Background: an optimization exercise with open tools, aiming at small area. Do not read the settings as production practice.
In this exercise RTL edits were held to simulation tests only and were not proved equivalent to the original.
Power and IR drop assume default switching activity.

==> 01-02: inputs <==
==> flow/design.v <==
`timescale 1ns/1ns
module bomber_top
(
	input  logic        clk,
	input  logic        rst,
	input  logic [11:0] paddr_i,
	input  logic        psel_i,
	input  logic        penable_i,
	input  logic        pwrite_i,
	input  logic [31:0] pwdata_i,
	output logic [31:0] prdata_o,
	output logic        pready_o,
	output logic        pslverr_o
);
	localparam logic [6:0] T_GRANT = 7'd96;   
	localparam logic [6:0] T_CAP   = 7'd32;   
	function automatic logic cov(input logic [3:0] qr, input logic [3:0] qc,
		input logic [3:0] cr, input logic [3:0] cc, input logic bh, input logic bu, input logic bd);
		logic [4:0] dr, dc;
		logic br, bl, h, v;
		dr = {1'b0, qr} - {1'b0, cr};
		dc = {1'b0, qc} - {1'b0, cc};
		br = bh & !cc[1];
		bl = bh & cc[1];
		h = (dc == 5'd0) | (!cr[0] & ((dc == 5'd1) | (dc == 5'h1f) | ((dc == 5'd2) & !br) | ((dc == 5'h1e) & !bl)));
		v = (dr == 5'd0) | (!cc[0] & ((dr == 5'd1) | (dr == 5'h1f) | ((dr == 5'd2) & !bd) | ((dr == 5'h1e) & !bu)));
		cov = ((dr == 5'd0) & h) | ((dc == 5'd0) & v);
	endfunction
	logic       cmd_v;
	logic       cmd_sel;
	logic [2:0] cmd_op;
	logic       breq;
	logic       bsel;
	logic [3:0] pr [2];
	logic [3:0] pc [2];
	logic       dead [2];
	logic [1:0] dcnt [2];
	logic [6:0] tm [4];
	logic [3:0] sr [4];
	logic [3:0] sc [4];
	logic       sbh [4];
	logic       sbu [4];
	logic       sbd [4];
	logic [8:0] box6;    
	logic [4:0] box5;    
	logic vis [4], live [4], idle [4], fuse [4];
	always_comb begin
		for (int j = 0; j < 4; j++) begin
			vis[j]  = (tm[j] >= 7'd16) && (tm[j] <= 7'd31);
			live[j] = (tm[j] >= 7'd18);
			idle[j] = (tm[j] <= 7'd16);
			fuse[j] = (tm[j] >= 7'd33);
		end
	end
	function automatic logic box_at(input logic [8:0] b6, input logic [4:0] b5,
		input logic [3:0] r, input logic [3:0] c);
		box_at = ((c == 4'd6) && r <= 4'd8 && b6[r]) || ((c == 4'd5) && !r[0] && r <= 4'd8 && b5[r[3:1]]);
	endfunction
	logic access, wr_cmd, in_map, addr_err;
	assign access   = psel_i & penable_i;
	assign wr_cmd   = access & pwrite_i & (paddr_i == 12'h000);
	assign pready_o = 1'b1;
	assign in_map   = paddr_i >= 12'h100 && paddr_i[1:0] == 2'b00 && paddr_i < 12'h2B0;
	always_comb begin
		case (paddr_i)
			12'h000: addr_err = !pwrite_i;
			12'h004, 12'h008, 12'h00C: addr_err = pwrite_i;
			default: addr_err = pwrite_i || !in_map;
		endcase
	end
	assign pslverr_o = addr_err;
	logic [4:0] rd_q;    
	logic [3:0] rd_r, rd_c;
	assign rd_q = paddr_i[8:4] - 5'd16;
	always_comb begin
		rd_r = 4'(rd_q / 5'd3);
		rd_c = {2'(rd_q % 5'd3), paddr_i[3:2]};
	end
	logic [3:0] own_r, own_c, tg_r, tg_c, q_r, q_c;
	logic       at_edge, is_move;
	assign own_r = cmd_sel ? pr[1] : pr[0];
	assign own_c = cmd_sel ? pc[1] : pc[0];
	always_comb begin
		tg_r = own_r;
		tg_c = own_c;
		is_move = 1'b1;
		at_edge = 1'b0;
		case (cmd_op)
			3'd0: if (own_r == 4'd0) at_edge = 1'b1; else tg_r = own_r - 4'd1;
			3'd1: if (own_r == 4'd8) at_edge = 1'b1; else tg_r = own_r + 4'd1;
			3'd2: if (own_c == 4'd0) at_edge = 1'b1; else tg_c = own_c - 4'd1;
			3'd3: if (own_c == 4'd11) at_edge = 1'b1; else tg_c = own_c + 4'd1;
			default: is_move = 1'b0;
		endcase
	end
	assign q_r = cmd_v ? tg_r : rd_r;
	assign q_c = cmd_v ? tg_c : rd_c;
	logic q_blast, q_bub, q_wall, q_box;
	always_comb begin
		q_blast = 1'b0;
		q_bub   = 1'b0;
		for (int j = 0; j < 4; j++) begin
			q_blast = q_blast | (vis[j] & cov(q_r, q_c, sr[j], sc[j], sbh[j], sbu[j], sbd[j]));
			q_bub   = q_bub | (live[j] & (q_r == sr[j]) & (q_c == sc[j]));
		end
		q_wall = q_r[0] & q_c[0];
		q_box  = box_at(box6, box5, q_r, q_c);
	end
	logic [2:0] q_cell;
	assign q_cell = q_blast ? 3'd4 : q_bub ? 3'd3 : q_wall ? 3'd1 : q_box ? 3'd2 : 3'd0;
	always_comb begin
		prdata_o = '0;
		if (paddr_i[9:8] == 2'b00) begin
			case (paddr_i[3:2])
				2'd1: prdata_o[1:0] = {dead[1], dead[0]};
				2'd2: begin prdata_o[3:0] = pc[0]; prdata_o[11:8] = pr[0]; end
				default: begin prdata_o[3:0] = pc[1]; prdata_o[11:8] = pr[1]; end
			endcase
		end else begin
			prdata_o[2:0] = q_cell;
		end
	end
	logic sel_dead, move_ok, drop_ok;
	assign sel_dead = cmd_sel ? dead[1] : dead[0];
	assign move_ok  = is_move & !at_edge & (q_blast | (!q_bub & !q_wall & !q_box));
	assign drop_ok  = cmd_op == 3'd4 && !q_bub;
	always_ff @(posedge clk or posedge rst) begin
		if (rst) begin
			cmd_v <= 1'b0;
			breq  <= 1'b0;
		end else begin
			cmd_v <= wr_cmd;
			breq  <= cmd_v & !sel_dead & drop_ok;
		end
	end
	always_ff @(posedge clk) begin
		if (wr_cmd) begin
			cmd_op  <= pwdata_i[2:0];
			cmd_sel <= pwdata_i[4];
		end
		bsel <= cmd_sel;
	end
	logic p_inb [2];
	always_comb begin
		for (int p = 0; p < 2; p++) begin
			p_inb[p] = 1'b0;
			for (int j = 0; j < 4; j++)
				p_inb[p] = p_inb[p] | (vis[j] & cov(pr[p], pc[p], sr[j], sc[j], sbh[j], sbu[j], sbd[j]));
		end
	end
	always_ff @(posedge clk or posedge rst) begin
		if (rst) begin
			pr[0] <= 4'd0;  pc[0] <= 4'd0;
			pr[1] <= 4'd8;  pc[1] <= 4'd11;
			dead[0] <= 1'b0;
			dead[1] <= 1'b0;
		end else begin
			for (int p = 0; p < 2; p++) begin
				if (cmd_v && cmd_sel == p[0] && !dead[p] && move_ok) begin
					pr[p] <= tg_r;
					pc[p] <= tg_c;
				end
				if (!dead[p] && p_inb[p] && dcnt[p] == 2'd3)
					dead[p] <= 1'b1;
			end
		end
	end
	always_ff @(posedge clk) begin
		for (int p = 0; p < 2; p++) begin
			if (!dead[p]) begin
				if (!p_inb[p])
					dcnt[p] <= 2'd0;
				else if (dcnt[p] != 2'd3)
					dcnt[p] <= dcnt[p] + 2'd1;
			end
		end
	end
	logic grant [4];
	logic chain [4];
	always_comb begin
		grant[0] = breq & !bsel & idle[0];
		grant[1] = breq & !bsel & !idle[0] & idle[1];
		grant[2] = breq &  bsel & idle[2];
		grant[3] = breq &  bsel & !idle[2] & idle[3];
		for (int i = 0; i < 4; i++) begin
			chain[i] = 1'b0;
			for (int j = 0; j < 4; j++)
				if (j != i)
					chain[i] = chain[i] | (vis[j] & cov(sr[i], sc[i], sr[j], sc[j], sbh[j], sbu[j], sbd[j]));
		end
	end
	always_ff @(posedge clk or posedge rst) begin
		if (rst) begin
			for (int j = 0; j < 4; j++)
				tm[j] <= 7'd0;
		end else begin
			for (int j = 0; j < 4; j++) begin
				if (grant[j])
					tm[j] <= T_GRANT;
				else if (fuse[j] && chain[j])
					tm[j] <= T_CAP;
				else if (tm[j] != 7'd0)
					tm[j] <= tm[j] - 7'd1;
			end
		end
	end
	always_ff @(posedge clk) begin
		for (int j = 0; j < 4; j++) begin
			if (grant[j]) begin
				sr[j] <= bsel ? pr[1] : pr[0];
				sc[j] <= bsel ? pc[1] : pc[0];
			end
			if (!vis[j]) begin
				sbh[j] <= ((sc[j] == 4'd4 || sc[j] == 4'd6) && !sr[j][0] && box5[sr[j][3:1]]) ||
				          ((sc[j] == 4'd5 || sc[j] == 4'd7) && box6[sr[j]]);
				sbu[j] <= (sc[j] == 4'd6) && sr[j] != 4'd0 && box6[sr[j] - 4'd1];
				sbd[j] <= (sc[j] == 4'd6) && sr[j] < 4'd8 && box6[sr[j] + 4'd1];
			end
		end
	end
	always_ff @(posedge clk or posedge rst) begin
		if (rst) begin
			box6 <= 9'h1ff;
			box5 <= 5'h1f;
		end else begin
			for (int r = 0; r < 9; r++) begin
				for (int j = 0; j < 4; j++) begin
					if (vis[j] && cov(4'(r), 4'd6, sr[j], sc[j], sbh[j], sbu[j], sbd[j]))
						box6[r] <= 1'b0;
					if (r % 2 == 0 && vis[j] && cov(4'(r), 4'd5, sr[j], sc[j], sbh[j], sbu[j], sbd[j]))
						box5[r / 2] <= 1'b0;
				end
			end
		end
	end
endmodule
==> flow/run.sh <==
#!/bin/bash
# synth_recipe.tcl (not shown) runs the flow's synth.tcl, then flattens the netlist and writes it again
# the make line also repeats each setting of config.mk as NAME=value (left out here)
make -C /OpenROAD-flow-scripts/flow DESIGN_CONFIG=/design/flow/config.mk WORK_HOME=/design/flow/orfs CLKGATE_MAP_FILE= SYNTH_SCRIPT=/design/flow/synth_recipe.tcl finish
==> flow/config.mk <==
export PLATFORM = sky130hd
export DESIGN_NAME = bomber_top
export DESIGN_NICKNAME = bomber_top
export VERILOG_FILES = /design/flow/design.v
export SDC_FILE = /design/flow/constraint.sdc
export NUM_CORES = 8
export LEC_CHECK = 0
export CAP_MARGIN = 20
export CORE_MARGIN = 2
export CORE_UTILIZATION = 30
export SLEW_MARGIN = 20
==> flow/constraint.sdc <==
create_clock -name core_clock -period 12.0 [get_ports {clk}]
set_input_delay 2.4000 -clock core_clock [delete_from_list [all_inputs] [get_ports {clk}]]
set_output_delay 2.4000 -clock core_clock [all_outputs]
set_load 0.01 [all_outputs]
==> 01-21: changes against 01-02 <==
--- a/flow/design.v
+++ b/flow/design.v
@@ -15,15 +15,36 @@
 	localparam logic [6:0] T_GRANT = 7'd96;   
 	localparam logic [6:0] T_CAP   = 7'd32;   
-	function automatic logic cov(input logic [3:0] qr, input logic [3:0] qc,
-		input logic [3:0] cr, input logic [3:0] cc, input logic bh, input logic bu, input logic bd);
-		logic [4:0] dr, dc;
-		logic br, bl, h, v;
-		dr = {1'b0, qr} - {1'b0, cr};
-		dc = {1'b0, qc} - {1'b0, cc};
-		br = bh & !cc[1];
-		bl = bh & cc[1];
-		h = (dc == 5'd0) | (!cr[0] & ((dc == 5'd1) | (dc == 5'h1f) | ((dc == 5'd2) & !br) | ((dc == 5'h1e) & !bl)));
-		v = (dr == 5'd0) | (!cc[0] & ((dr == 5'd1) | (dr == 5'h1f) | ((dr == 5'd2) & !bd) | ((dr == 5'h1e) & !bu)));
-		cov = ((dr == 5'd0) & h) | ((dc == 5'd0) & v);
+	localparam logic [2:0] R_FAR  = 3'b000;
+	localparam logic [2:0] R_NEAR = 3'b001;   
+	localparam logic [2:0] R_UP   = 3'b100;   
+	localparam logic [2:0] R_DOWN = 3'b101;
+	localparam logic [2:0] R_LEFT = 3'b110;
+	localparam logic [2:0] R_RGHT = 3'b111;
+	function automatic logic [2:0] rel(input logic [3:0] er, input logic [3:0] ec,
+		input logic row_odd, input logic col_odd);
+		logic zr, zc;
+		zr = (er == 4'd0);
+		zc = (ec == 4'd0);
+		rel = R_FAR;
+		if (zr && zc)
+			rel = R_NEAR;
+		else if (zr && !row_odd && (ec == 4'd1 || ec == 4'd15))
+			rel = R_NEAR;
+		else if (zc && !col_odd && (er == 4'd1 || er == 4'd15))
+			rel = R_NEAR;
+		else if (zr && !row_odd && ec == 4'd14)
+			rel = R_LEFT;
+		else if (zr && !row_odd && ec == 4'd2)
+			rel = R_RGHT;
+		else if (zc && !col_odd && er == 4'd14)
+			rel = R_UP;
+		else if (zc && !col_odd && er == 4'd2)
+			rel = R_DOWN;
+	endfunction
+	function automatic logic [2:0] flip(input logic [2:0] c);
+		flip = {c[2:1], c[0] ^ c[2]};
+	endfunction
+	function automatic logic dec(input logic [2:0] c, input logic [3:0] open);
+		dec = (c == R_NEAR) || (c[2] && open[c[1:0]]);
 	endfunction
 	logic       cmd_v;
@@ -42,7 +63,11 @@
 	logic       sbu [4];
 	logic       sbd [4];
+	logic [2:0] pcode [2][4];    
+	logic [2:0] ccode [4][4];    
 	logic [8:0] box6;    
 	logic [4:0] box5;    
 	logic vis [4], live [4], idle [4], fuse [4];
+	logic [3:0] open [4];
+	logic [8:0] rowhot [4];
 	always_comb begin
 		for (int j = 0; j < 4; j++) begin
@@ -51,10 +76,9 @@
 			idle[j] = (tm[j] <= 7'd16);
 			fuse[j] = (tm[j] >= 7'd33);
-		end
-	end
-	function automatic logic box_at(input logic [8:0] b6, input logic [4:0] b5,
-		input logic [3:0] r, input logic [3:0] c);
-		box_at = ((c == 4'd6) && r <= 4'd8 && b6[r]) || ((c == 4'd5) && !r[0] && r <= 4'd8 && b5[r[3:1]]);
-	endfunction
+			open[j] = {!(sbh[j] & !sc[j][1]), !(sbh[j] & sc[j][1]), !sbd[j], !sbu[j]};
+			for (int r = 0; r < 9; r++)
+				rowhot[j][r] = sr[j] == 4'(r);
+		end
+	end
 	logic access, wr_cmd, in_map, addr_err;
 	assign access   = psel_i & penable_i;
@@ -70,10 +94,14 @@
 	end
 	assign pslverr_o = addr_err;
-	logic [4:0] rd_q;    
 	logic [3:0] rd_r, rd_c;
-	assign rd_q = paddr_i[8:4] - 5'd16;
-	always_comb begin
-		rd_r = 4'(rd_q / 5'd3);
-		rd_c = {2'(rd_q % 5'd3), paddr_i[3:2]};
+	always_comb begin
+		rd_r = 'x;
+		rd_c[1:0] = paddr_i[3:2];
+		rd_c[3:2] = 'x;
+		for (int w = 16; w < 43; w++)
+			if (paddr_i[9:4] == 6'(w)) begin
+				rd_r = 4'((w - 16) / 3);
+				rd_c[3:2] = 2'((w - 16) % 3);
+			end
 	end
 	logic [3:0] own_r, own_c, tg_r, tg_c, q_r, q_c;
@@ -96,4 +124,5 @@
 	assign q_r = cmd_v ? tg_r : rd_r;
 	assign q_c = cmd_v ? tg_c : rd_c;
+	logic [2:0] qcode [4];
 	logic q_blast, q_bub, q_wall, q_box;
 	always_comb begin
@@ -101,9 +130,14 @@
 		q_bub   = 1'b0;
 		for (int j = 0; j < 4; j++) begin
-			q_blast = q_blast | (vis[j] & cov(q_r, q_c, sr[j], sc[j], sbh[j], sbu[j], sbd[j]));
-			q_bub   = q_bub | (live[j] & (q_r == sr[j]) & (q_c == sc[j]));
+			logic [3:0] er, ec;
+			er = q_r - sr[j];
+			ec = q_c - sc[j];
+			qcode[j] = rel(er, ec, q_r[0], q_c[0]);
+			q_blast  = q_blast | (vis[j] & dec(qcode[j], open[j]));
+			q_bub    = q_bub | (live[j] & (er == 4'd0) & (ec == 4'd0));
 		end
 		q_wall = q_r[0] & q_c[0];
-		q_box  = box_at(box6, box5, q_r, q_c);
+		q_box  = (q_c == 4'd6 && |(box6 & (9'd1 << q_r))) ||
+		         (q_c == 4'd5 && !q_r[0] && |(box5 & (5'd1 << q_r[3:1])));
 	end
 	logic [2:0] q_cell;
@@ -122,7 +156,10 @@
 	end
 	logic sel_dead, move_ok, drop_ok;
+	logic moved [2];
 	assign sel_dead = cmd_sel ? dead[1] : dead[0];
 	assign move_ok  = is_move & !at_edge & (q_blast | (!q_bub & !q_wall & !q_box));
 	assign drop_ok  = cmd_op == 3'd4 && !q_bub;
+	assign moved[0] = cmd_v & !cmd_sel & !dead[0] & move_ok;
+	assign moved[1] = cmd_v &  cmd_sel & !dead[1] & move_ok;
 	always_ff @(posedge clk or posedge rst) begin
 		if (rst) begin
@@ -146,5 +183,5 @@
 			p_inb[p] = 1'b0;
 			for (int j = 0; j < 4; j++)
-				p_inb[p] = p_inb[p] | (vis[j] & cov(pr[p], pc[p], sr[j], sc[j], sbh[j], sbu[j], sbd[j]));
+				p_inb[p] = p_inb[p] | (vis[j] & dec(pcode[p][j], open[j]));
 		end
 	end
@@ -157,5 +194,5 @@
 		end else begin
 			for (int p = 0; p < 2; p++) begin
-				if (cmd_v && cmd_sel == p[0] && !dead[p] && move_ok) begin
+				if (moved[p]) begin
 					pr[p] <= tg_r;
 					pc[p] <= tg_c;
@@ -176,4 +213,6 @@
 		end
 	end
+	logic [2:0] ppcode;
+	assign ppcode = rel(pr[1] - pr[0], pc[1] - pc[0], pr[1][0], pc[1][0]);
 	logic grant [4];
 	logic chain [4];
@@ -183,9 +222,11 @@
 		grant[2] = breq &  bsel & idle[2];
 		grant[3] = breq &  bsel & !idle[2] & idle[3];
+		for (int i = 0; i < 4; i++)
+			chain[i] = 1'b0;
 		for (int i = 0; i < 4; i++) begin
-			chain[i] = 1'b0;
-			for (int j = 0; j < 4; j++)
-				if (j != i)
-					chain[i] = chain[i] | (vis[j] & cov(sr[i], sc[i], sr[j], sc[j], sbh[j], sbu[j], sbd[j]));
+			for (int j = i + 1; j < 4; j++) begin
+				chain[i] = chain[i] | (vis[j] & dec(ccode[i][j], open[j]));
+				chain[j] = chain[j] | (vis[i] & dec(flip(ccode[i][j]), open[i]));
+			end
 		end
 	end
@@ -212,9 +253,53 @@
 			end
 			if (!vis[j]) begin
-				sbh[j] <= ((sc[j] == 4'd4 || sc[j] == 4'd6) && !sr[j][0] && box5[sr[j][3:1]]) ||
-				          ((sc[j] == 4'd5 || sc[j] == 4'd7) && box6[sr[j]]);
-				sbu[j] <= (sc[j] == 4'd6) && sr[j] != 4'd0 && box6[sr[j] - 4'd1];
-				sbd[j] <= (sc[j] == 4'd6) && sr[j] < 4'd8 && box6[sr[j] + 4'd1];
-			end
+				sbh[j] <= ((sc[j] == 4'd4 || sc[j] == 4'd6) && |(rowhot[j] & {box5[4], 1'b0, box5[3], 1'b0, box5[2], 1'b0, box5[1], 1'b0, box5[0]})) ||
+				          ((sc[j] == 4'd5 || sc[j] == 4'd7) && |(rowhot[j] & box6));
+				sbu[j] <= (sc[j] == 4'd6) && |(rowhot[j][8:1] & box6[7:0]);
+				sbd[j] <= (sc[j] == 4'd6) && |(rowhot[j][7:0] & box6[8:1]);
+			end
+		end
+		for (int p = 0; p < 2; p++)
+			for (int j = 0; j < 4; j++) begin
+				if (grant[j])
+					pcode[p][j] <= (p == j / 2) ? R_NEAR : (p == 1) ? ppcode : flip(ppcode);
+				else if (moved[p])
+					pcode[p][j] <= qcode[j];
+			end
+		for (int i = 0; i < 4; i++)
+			for (int j = i + 1; j < 4; j++) begin
+				if (grant[i])
+					ccode[i][j] <= pcode[i / 2][j];
+				else if (grant[j])
+					ccode[i][j] <= flip(pcode[j / 2][i]);
+			end
+	end
+	logic [8:0] rhot [4];     
+	logic       hit6 [4];     
+	logic       hit5 [4];
+	logic       on6 [4];      
+	logic [8:0] clr6;
+	logic [4:0] clr5;
+	always_comb begin
+		for (int j = 0; j < 4; j++) begin
+			rhot[j] = vis[j] ? rowhot[j] : 9'd0;
+			hit6[j] = sc[j] == 4'd5 || sc[j] == 4'd7 || sc[j] == 4'd8 || (sc[j] == 4'd4 && !sbh[j]);
+			hit5[j] = sc[j] == 4'd3 || sc[j] == 4'd4 || sc[j] == 4'd6 || (sc[j] == 4'd7 && !sbh[j]);
+			on6[j]  = sc[j] == 4'd6;
+		end
+		for (int r = 0; r < 9; r++) begin
+			clr6[r] = 1'b0;
+			for (int j = 0; j < 4; j++) begin
+				if (r % 2 == 0)
+					clr6[r] = clr6[r] | (rhot[j][r] & hit6[j]);
+				if (r >= 1) clr6[r] = clr6[r] | (on6[j] & rhot[j][r - 1]);
+				if (r <= 7) clr6[r] = clr6[r] | (on6[j] & rhot[j][r + 1]);
+				if (r >= 2) clr6[r] = clr6[r] | (on6[j] & rhot[j][r - 2] & !sbd[j]);
+				if (r <= 6) clr6[r] = clr6[r] | (on6[j] & rhot[j][r + 2] & !sbu[j]);
+			end
+		end
+		for (int k = 0; k < 5; k++) begin
+			clr5[k] = 1'b0;
+			for (int j = 0; j < 4; j++)
+				clr5[k] = clr5[k] | (rhot[j][2 * k] & hit5[j]);
 		end
 	end
@@ -224,12 +309,6 @@
 			box5 <= 5'h1f;
 		end else begin
-			for (int r = 0; r < 9; r++) begin
-				for (int j = 0; j < 4; j++) begin
-					if (vis[j] && cov(4'(r), 4'd6, sr[j], sc[j], sbh[j], sbu[j], sbd[j]))
-						box6[r] <= 1'b0;
-					if (r % 2 == 0 && vis[j] && cov(4'(r), 4'd5, sr[j], sc[j], sbh[j], sbu[j], sbd[j]))
-						box5[r / 2] <= 1'b0;
-				end
-			end
+			box6 <= box6 & ~clr6;
+			box5 <= box5 & ~clr5;
 		end
 	end
- ABC_AREA: unset -> 1
==> comparison table <==
item                                                                                         01-02           01-21
Async set-or-reset flop fraction in the synthesized netlist                                  53.9%           39.5%
Actual transition at the worst max-transition pin                                          1120 ps         1150 ps
Clock buffers and inverters, area share                                                      2.67%           3.81%
Power of the sequential group                                                               600 uW          740 uW
Total power draw                                                                           1760 uW         1910 uW
Total Nets Final                                                                              3011            2136
Share of cells above drive strength 1                                                        7.19%           4.68%
Area growth, synth to finish                                                                 9.42%           10.5%
DP Area                                                                                 22400 um^2      14600 um^2
Worst reg2reg endpoint                                                                    pc[0][2]     pcode[5][0]
Clock period minus worst slack                                                            11320 ps        10700 ps
Outcome                                                                             finished clean  finished clean
Share of Yosys cell area claimed by the top area cell type                                   16.9%           18.0%
Simple-gate share of the synthesized area                                                    20.5%           28.5%
Portion of the layout cell area used by non-clock buffers                                    3.12%           2.46%
Per-cell via count in the routed design                                                       5.83            5.37
Sw Pwr                                                                                      722 uW          769 uW
Switching power share of the total                                                           41.1%           40.2%
Fill count                                                                                    7303            4910
P_leak                                                                                  0.00944 uW      0.00655 uW
Number of distinct library cell variants in the gate-level netlist after synthesis             108              64
Starting utilization of the core area                                                        30.2%           30.3%
Buffering stage count on the worst path with inverters included                                  7               6

re-timing with driven ports:
How much do the figures lean on ideal ports? The routed layouts below were timed once more, with nothing changed but the port constraints.
Step 1 (the two cells are an assumption about what drives the block):
set clk [get_ports {clk}]
set_driving_cell -lib_cell sky130_fd_sc_hd__clkbuf_16 $clk
set_driving_cell -lib_cell sky130_fd_sc_hd__buf_2 [delete_from_list [all_inputs] $clk]
Step 2 also shifts input and output timing later by t, the mid clock arrival at the registers, as if the neighbouring blocks saw the same clock.
a / b / c = ideal / step 1 / step 2; a / b = the first two.
run | shift t [ns] | slack for setup (ns) | slew at the worst register clock pin (ns) | cell pins on the clock port's net
01-02 | 0.506 | 0.676 / 0.647 / 0.647 | 0.06 / 0.06 | 1
01-21 | 0.504 | 1.303 / 1.281 / 1.281 | 0.07 / 0.07 | 1
After both steps every run listed still meets setup and hold. The setup slack of 01-02, which loses most, moves by -0.029 ns with the drivers and by -0.029 ns with both steps.
